This is an optimization exercise on Yosys and OpenROAD, whose aim is small area, not a production implementation.
Function not checked in this run: the RTL went through the layout flow alone.
Power is estimated from default activity; no workload was simulated.

==> design/flow/design.v <==
module dmr_ins_inv #(
  parameter int W = 16
) (
  input  logic         wsel,
  input  logic         keep,
  input  logic [W-1:0] w,
  input  logic [W-1:0] prev,
  output logic [W-1:0] d
);
  assign d = ~(({W{wsel}} & w) | ({W{keep}} & prev));
endmodule
module dmr_ins_true #(
  parameter int W = 16
) (
  input  logic         wseln,
  input  logic         keepn,
  input  logic [W-1:0] wn,
  input  logic [W-1:0] prevn,
  output logic [W-1:0] d
);
  assign d = ~(({W{wseln}} | wn) & ({W{keepn}} | prevn));
endmodule
module dmr_aoi3 #(
  parameter int W = 16
) (
  input  logic [2:0]        sel,
  input  logic [2:0][W-1:0] din,
  output logic [W-1:0]      doutn
);
  assign doutn = ~(({W{sel[0]}} & din[0]) | ({W{sel[1]}} & din[1]) | ({W{sel[2]}} & din[2]));
endmodule
module dmr_nand6 #(
  parameter int W = 16
) (
  input  logic [5:0][W-1:0] dinn,
  output logic [W-1:0]      dout
);
  assign dout = ~(dinn[0] & dinn[1] & dinn[2] & dinn[3] & dinn[4] & dinn[5]);
endmodule
module dmr_selgen (
  input  logic [5:0]  pos,
  input  logic        useWrite,
  input  logic        sweep,
  input  logic        busy,
  output logic [15:0] wsel,      
  output logic [15:0] wseln,
  output logic [15:0] keep,      
  output logic [15:0] keepn,
  output logic [17:0] rsel       
);
  logic [15:0] ptSel;
  always_comb begin
    for (int k = 0; k < 16; k++) begin
      ptSel[k] = (pos[1:0] == 2'b11) && (pos[5:2] == 4'(k));
      wsel[k]  = useWrite && ptSel[k];
      rsel[k]  = ptSel[k] && !sweep;
    end
    for (int k = 0; k < 16; k++) begin
      keep[k]  = !wsel[(k+15)%16] && !sweep;
      keepn[k] = !keep[k];
      wseln[k] = !wsel[k];
    end
    rsel[16] = busy && (pos[1:0] != 2'b11);
    rsel[17] = !busy && (pos[1:0] != 2'b11);
  end
endmodule
module data_mem_responder #(
  parameter int DEPTH       = 64,
  parameter int WAIT_CYCLES = 2
) (
  input  logic        clk,
  input  logic        reset,
  input  logic        mem_read,
  input  logic        mem_write,
  input  logic [31:0] addr,
  input  logic [31:0] wdata,
  output logic [31:0] rdata,
  output logic        ready,
  output logic        busy,
  output logic        err
);
  localparam int NPT = DEPTH / 4;   
  logic [DEPTH-1:0][31:0] ring;
  logic [5:0]  phase;
  logic        swept;
  logic [1:0]  cnt;
  logic [5:0]  capIdx;
  logic        capWrite;
  logic        capFault;
  logic        fault;
  logic [5:0]  useIdx;
  logic [31:0] useWdata;
  logic [31:0] useWdataN;
  logic        useWrite;
  logic [5:0]  pos;
  logic        sweep;
  logic [1:0][NPT-1:0] wsel;
  logic [1:0][NPT-1:0] wseln;
  logic [1:0][NPT-1:0] keep;
  logic [1:0][NPT-1:0] keepn;
  logic [1:0][17:0]    rsel;
  logic [17:0][31:0]   rsrc;
  wire  [31:0] rnext;
  wire  [1:0][17:0][15:0] hsrc;
  wire  [1:0][5:0][15:0]  hpart;
  logic [DEPTH-1:0][31:0] ringNext;
  wire  [NPT-1:0][31:0]   insD;
  assign fault     = (addr[1:0] != 2'b00) || (addr[31:8] != 24'd0) || (mem_read && mem_write);
  assign busy      = (cnt != 2'd0);
  assign err       = ready && capFault;
  assign useIdx    = busy ? capIdx   : addr[7:2];
  assign useWdata  = busy ? rdata : wdata;
  assign useWdataN = ~useWdata;
  assign useWrite  = busy ? capWrite : (mem_write && !fault);
  assign pos       = useIdx + phase;
  assign sweep     = !swept;
  always_comb begin
    for (int k = 0; k < NPT; k++) begin
      rsrc[k] = k[0] ? insD[(k+1)%NPT] : ring[4*k+3];
    end
    rsrc[NPT]   = rdata;
    rsrc[NPT+1] = wdata;
  end
  for (genvar h = 0; h < 2; h++) begin : g_h
    dmr_selgen u_sel (
      .pos(pos), .useWrite(useWrite), .sweep(sweep), .busy(busy),
      .wsel(wsel[h]), .wseln(wseln[h]), .keep(keep[h]), .keepn(keepn[h]), .rsel(rsel[h])
    );
    for (genvar j = 0; j < 18; j++) begin : g_src
      assign hsrc[h][j] = rsrc[j][16*h +: 16];
    end
    for (genvar g = 0; g < 6; g++) begin : g_rd
      dmr_aoi3 u_aoi (.sel(rsel[h][3*g+2:3*g]), .din(hsrc[h][3*g+2:3*g]), .doutn(hpart[h][g]));
    end
    dmr_nand6 u_rd (.dinn(hpart[h]), .dout(rnext[16*h +: 16]));
    for (genvar m = 0; m < NPT; m++) begin : g_pt
      if (m % 2 == 1) begin : g_inv
        dmr_ins_inv u_ins (
          .wsel(wsel[h][(m+NPT-1)%NPT]), .keep(keep[h][m]), .w(useWdata[16*h +: 16]),
          .prev(ring[(4*m+DEPTH-1)%DEPTH][16*h +: 16]), .d(insD[m][16*h +: 16])
        );
      end else begin : g_true
        dmr_ins_true u_ins (
          .wseln(wseln[h][(m+NPT-1)%NPT]), .keepn(keepn[h][m]), .wn(useWdataN[16*h +: 16]),
          .prevn(ring[(4*m+DEPTH-1)%DEPTH][16*h +: 16]), .d(insD[m][16*h +: 16])
        );
      end
    end
  end
  always_comb begin
    for (int i = 0; i < DEPTH; i++)
      ringNext[i] = (i % 4 == 0) ? insD[i/4] : ring[(i+DEPTH-1)%DEPTH];
  end
  always_ff @(posedge clk or negedge reset) begin
    if (!reset) begin
      phase <= 6'd0;
      swept <= 1'b0;
      cnt   <= 2'd0;
      ready <= 1'b0;
    end else begin
      phase <= phase + 6'd1;
      if (phase[1:0] == 2'b11) swept <= 1'b1;
      ready <= (cnt == 2'd3);
      if (busy) cnt <= cnt + 2'd1;
      else if (mem_read || mem_write) cnt <= 2'd1;
    end
  end
  always_ff @(posedge clk) begin
    if (!busy) begin
      capIdx   <= addr[7:2];
      capWrite <= mem_write && !fault;
      capFault <= fault;
    end
  end
  always_ff @(posedge clk) begin
    rdata <= rnext;
    ring  <= ringNext;
  end
endmodule
==> design/flow/flow/run.sh <==
#!/bin/bash
set -e
export CTS_ARGS="-sink_clustering_enable -repair_clock_nets -dont_use_dummy_load -buf_list sky130_fd_sc_hd__clkbuf_8 -sink_clustering_size 20 -sink_clustering_max_diameter 50"
export BUFFER_PORTS_ARGS="-buffer_cell sky130_fd_sc_hd__buf_1"
bash standard.sh > standard.log 2>&1
==> design/flow/standard.sh <==
#!/bin/bash
# synth_recipe.tcl (not shown) runs the flow's synth.tcl, then flattens the netlist and writes it again
# the make line also repeats each setting of config.mk as NAME=value (left out here)
make -C /OpenROAD-flow-scripts/flow DESIGN_CONFIG=/design/flow/config.mk WORK_HOME=/design/flow/orfs CLKGATE_MAP_FILE= SYNTH_SCRIPT=/design/flow/synth_recipe.tcl "${@:-finish}"
==> design/flow/config.mk <==
export PLATFORM = sky130hd
export DESIGN_NAME = data_mem_responder
export DESIGN_NICKNAME = data_mem_responder
export VERILOG_FILES = /design/flow/design.v
export SDC_FILE = /design/flow/constraint.sdc
export NUM_CORES = 4
export LEC_CHECK = 0
export CAP_MARGIN = 20
export CORE_MARGIN = 2
export CORE_UTILIZATION = 75
export SLEW_MARGIN = 20
export SYNTH_HIERARCHICAL = 1
==> design/flow/constraint.sdc <==
create_clock -name core_clock -period 7.0 [get_ports {clk}]
set_input_delay 1.4000 -clock core_clock [delete_from_list [all_inputs] [get_ports {clk}]]
set_output_delay 1.4000 -clock core_clock [all_outputs]
set_load 0.01 [all_outputs]
==> results.rst <==
.. list-table::
   :header-rows: 1

   * - Metric
     - Value
   * - CP Cell Sequence
     - inv_1 -> ha_4 -> mux2_2 -> ha_1 -> fa_1 -> a21o_1 -> a21oi_1 -> xnor2_2 -> and3_1 -> nand2_1 -> buf_4 -> o22ai_2 -> a222oi_1 -> and4_1 -> nand3_1
   * - Final non-filler cell total
     - 4,419
   * - Row Count
     - 98
   * - Core area
     - 71,400 um^2
   * - Post-route DRC
     - 0
   * - I/O pin count
     - 103
   * - Startpoint of the worst-slack reg-to-reg timing path
     - cnt[1]
   * - Setup repair after global routing missed its margin
     - false
   * - Avg Vias per Cell
     - roughly 6.4
   * - Initial DRC count
     - 3,855
   * - Via count
     - 28,200
   * - ANT nets after route
     - 0
   * - DRT met1 WL
     - 50.5 mm
   * - Number of buffers inserted during clock tree synthesis
     - 139
   * - Routed length on met2
     - 58.9 mm
   * - Leakage dissipation
     - 20.8 nW
   * - Worst hold-check path type
     - reg2reg
   * - R2r setup slk
     - 1610 ps
   * - Nature of the critical path endpoint
     - flop
   * - Clock period minus worst slack
     - 5390 ps
   * - Cell at the slowest stage of the critical path
     - sky130_fd_sc_hd__nand2_1
   * - Uppermost routed layer
     - met4
   * - Global-route wire length before repair
     - 187 mm
   * - Initial antenna violation count
     - 1
   * - Post-Synthesis Cells
     - 3,363
   * - Routed wirelength normalized by instance count
     - 29.1 um
   * - Clock tree from TritonCTS
     - built
   * - HPWL after DPL
     - 75.5 mm
   * - Global route total overflow
     - 0
   * - Mean area per synthesized cell
     - roughly 16 um^2
   * - Initial cell density of the core
     - 0.757
   * - Maximum number of pins on one net before global-route repair
     - 41
   * - Synthesized cell area
     - 54,000 um^2
   * - Vertical die dimension
     - about 270 um
   * - Reported max-cap violation count
     - 0
   * - Worst clock skew
     - 64.2 ps
   * - Cell depth of the worst min-delay path
     - 0
   * - Worst reg2reg path endpoint
     - rdata[6]
   * - Clock transition time at the flip-flop clock pins of the worst setup and hold paths
     - about 100 ps
   * - Cell at the root of the clock tree
     - sky130_fd_sc_hd__clkbuf_8
   * - Final design area excluding fillers
     - about 56,000 um^2
   * - Aggregate global-route resource usage
     - 0.346
   * - Required time of the worst setup path
     - between 7000 and 8000 ps
   * - Number of global-route vias before repair
     - 28,900
   * - Port-buffer cells
     - 102
   * - Area growth syn-to-layout
     - 4.05%
   * - Critical path's largest stage delay
     - 770 ps
   * - Number of sinks handled by clock tree synthesis
     - around 2,100
   * - Status
     - timing/DRC/antenna clean
   * - Synth Net Count
     - 3,440
   * - Aggregate routed wire length
     - 129 mm
   * - Final clock period utilization by the worst path
     - 0.770
   * - Length of the first detailed-routing pass in iterations
     - 11
   * - Worst Setup Start Kind
     - flop
   * - Setup TNS after final layout
     - 0 ps
   * - Finished Core Util
     - 0.788
   * - Final setup violation count
     - 0
   * - Worst Path Max Fanout
     - 24
   * - Placed cells
     - 4,278
   * - Worst Max-Slew Pin Slew
     - about 1200 ps
   * - Clock network latency to the later pin of the worst-skew pair
     - 830 ps
   * - End of the worst hold path
     - ring[1104]
   * - Cells resized by post-CTS repair
     - 0
   * - Final net count
     - 3,546
   * - Worst-case reg-to-reg path depth
     - 15
   * - Ratio of cells with drive above 1 in the final layout
     - 0.194
   * - Least setup slack across all paths after layout
     - 1610 ps
   * - Post-DP Area
     - 54,300 um^2
   * - Final number of hold-violating endpoints
     - 0
   * - Worst supply voltage drop on vdd
     - 0.000286 V
   * - Number of hold buffers added after CTS
     - 0
   * - Power per Cell Area
     - 358 nW/um^2
   * - Worst slack after detailed placement
     - 1430 ps
   * - Maximum level of the CTS H-tree
     - 4
   * - Final Wtd Congestion
     - 0.867
   * - Startpoint of the most critical hold path
     - ring[1072]
   * - Number of pins with negative max-slew slack in the final report
     - 0
   * - Buffers inserted during post-CTS setup optimization
     - 0
   * - Width of the die
     - 272 um
   * - Area of the die
     - 74,200 um^2
   * - Clock Tree Buf Depth
     - 3
   * - Peak clock frequency supported by timing
     - about 190 MHz
   * - Headroom to the max-slew limit
     - 0.194
   * - Synthesis Warnings
     - 8
   * - Kind of critical path
     - reg2reg
   * - Routed met3 length
     - 12.6 mm
   * - Endpoint arrival time on the critical path
     - 6050 ps
==> power by group <==
group	internal [W]	total, W	switching, W
Sequential	0.0120	0.0121	0.000101
Clock	0.00179	0.00512	0.00332
Combinational	0.000697	0.00291	0.00221
==> registers in the layout, indices dropped and copies added, names as in the netlist <==
register and flops:
capIdx 6, capWrite 1, rdata 32, capFault 1, cnt 2, swept 1
ring 2048, ready 1, phase 6
==> final cells by class <==
type | instances | area [um^2]
Sequential cell | 2098 | 42100
Fill cell | 4086 | 15100
Multi-Input combinational cell | 993 | 9820
Clock buffer | 139 | 1910
Tap cell | 950 | 1190
Timing Repair Buffer | 200 | 1120
Inverter | 37 | 139
Antenna cell | 2 | 5.00
==> metrics by stage <==
| step | hold slack [ps] | total power, W |
|---|---|---|
| floorplan | 310 | 0.0143 |
| global placement | 310 | 0.0151 |
| detailed placement | 312 | 0.0152 |
| CTS | 274 | 0.0201 |
| global route | 276 | 0.0207 |
| finish | 269 | 0.0202 |
==> routing by layer <==
| layer | vias up | track usage |
|---|---|---|
| met2 | 1719 | 0.542 |
| met1 | 13900 | 0.455 |
| li1 | 12100 | - |
| met4 | 0 | 0.180 |
| met5 | - | 0 |
| met3 | 424 | 0.0804 |
==> how the worst max path moves through the flow <==
| stage | start | to | slack, ps |
|---|---|---|---|
| after floorplan | addr[2] | rdata[4] | 2490 |
| after global placement | addr[3] | rdata[4] | 1520 |
| after detailed placement | addr[2] | rdata[10] | 1430 |
| after CTS | cnt[1] | rdata[6] | 1820 |
| after global routing | cnt[1] | rdata[8] | 1530 |
| final | cnt[1] | rdata[6] | 1610 |
==> layout by cell type (no fill, tap or decap), types with 33 or more instances in the layout <==
cell and count:
sky130_fd_sc_hd__dfxtp_1 2087, sky130_fd_sc_hd__and4_1 35, sky130_fd_sc_hd__a222oi_1 192, sky130_fd_sc_hd__o22ai_2 176, sky130_fd_sc_hd__nor2_1 33, sky130_fd_sc_hd__nand3_1 36, sky130_fd_sc_hd__o22ai_1 80, sky130_fd_sc_hd__buf_4 98
sky130_fd_sc_hd__clkbuf_8 139, sky130_fd_sc_hd__inv_1 36, sky130_fd_sc_hd__buf_1 102, sky130_fd_sc_hd__a22oi_1 80, sky130_fd_sc_hd__a22oi_2 176
==> critical path, delay by kind of cell (launching register included) <==
kind	cells	cell delay (ps)
flops	1	390
fa+ha+maj	3	1100
xor+xnor	1	340
compound gates	4	910
mux	1	410
simple gates	4	1620
buf+inv	2	480

## re-timing with driven ports
No port has a modelled driver above. Below, the same layout with a new extraction and two added sets of constraints. Step 1 sets driving cells, clkbuf_16 on the clock port and buf_2 on the other inputs (assumed; they add their load-dependent delay and slew). Step 2 moves the port delays by t, midway between the first and last clock arrival at a register: inputs arrive t later, outputs are due t later. That takes back most of the time a late clock gives input paths. Slacks: no drivers / after step 1 / after step 2; pairs: no drivers / after step 1.
shift t [ns]: 0.853
setup WS [ns]: 1.609 / 1.609 / 1.215
worst setup path at the end: input to register
worst slew at a driven data input, ns: 0.07
pins driven straight from the clock port: 1
After both steps this run still meets setup and hold. For this run, drivers alone change the setup slack by 0.000 ns; drivers and shift together by -0.394 ns.
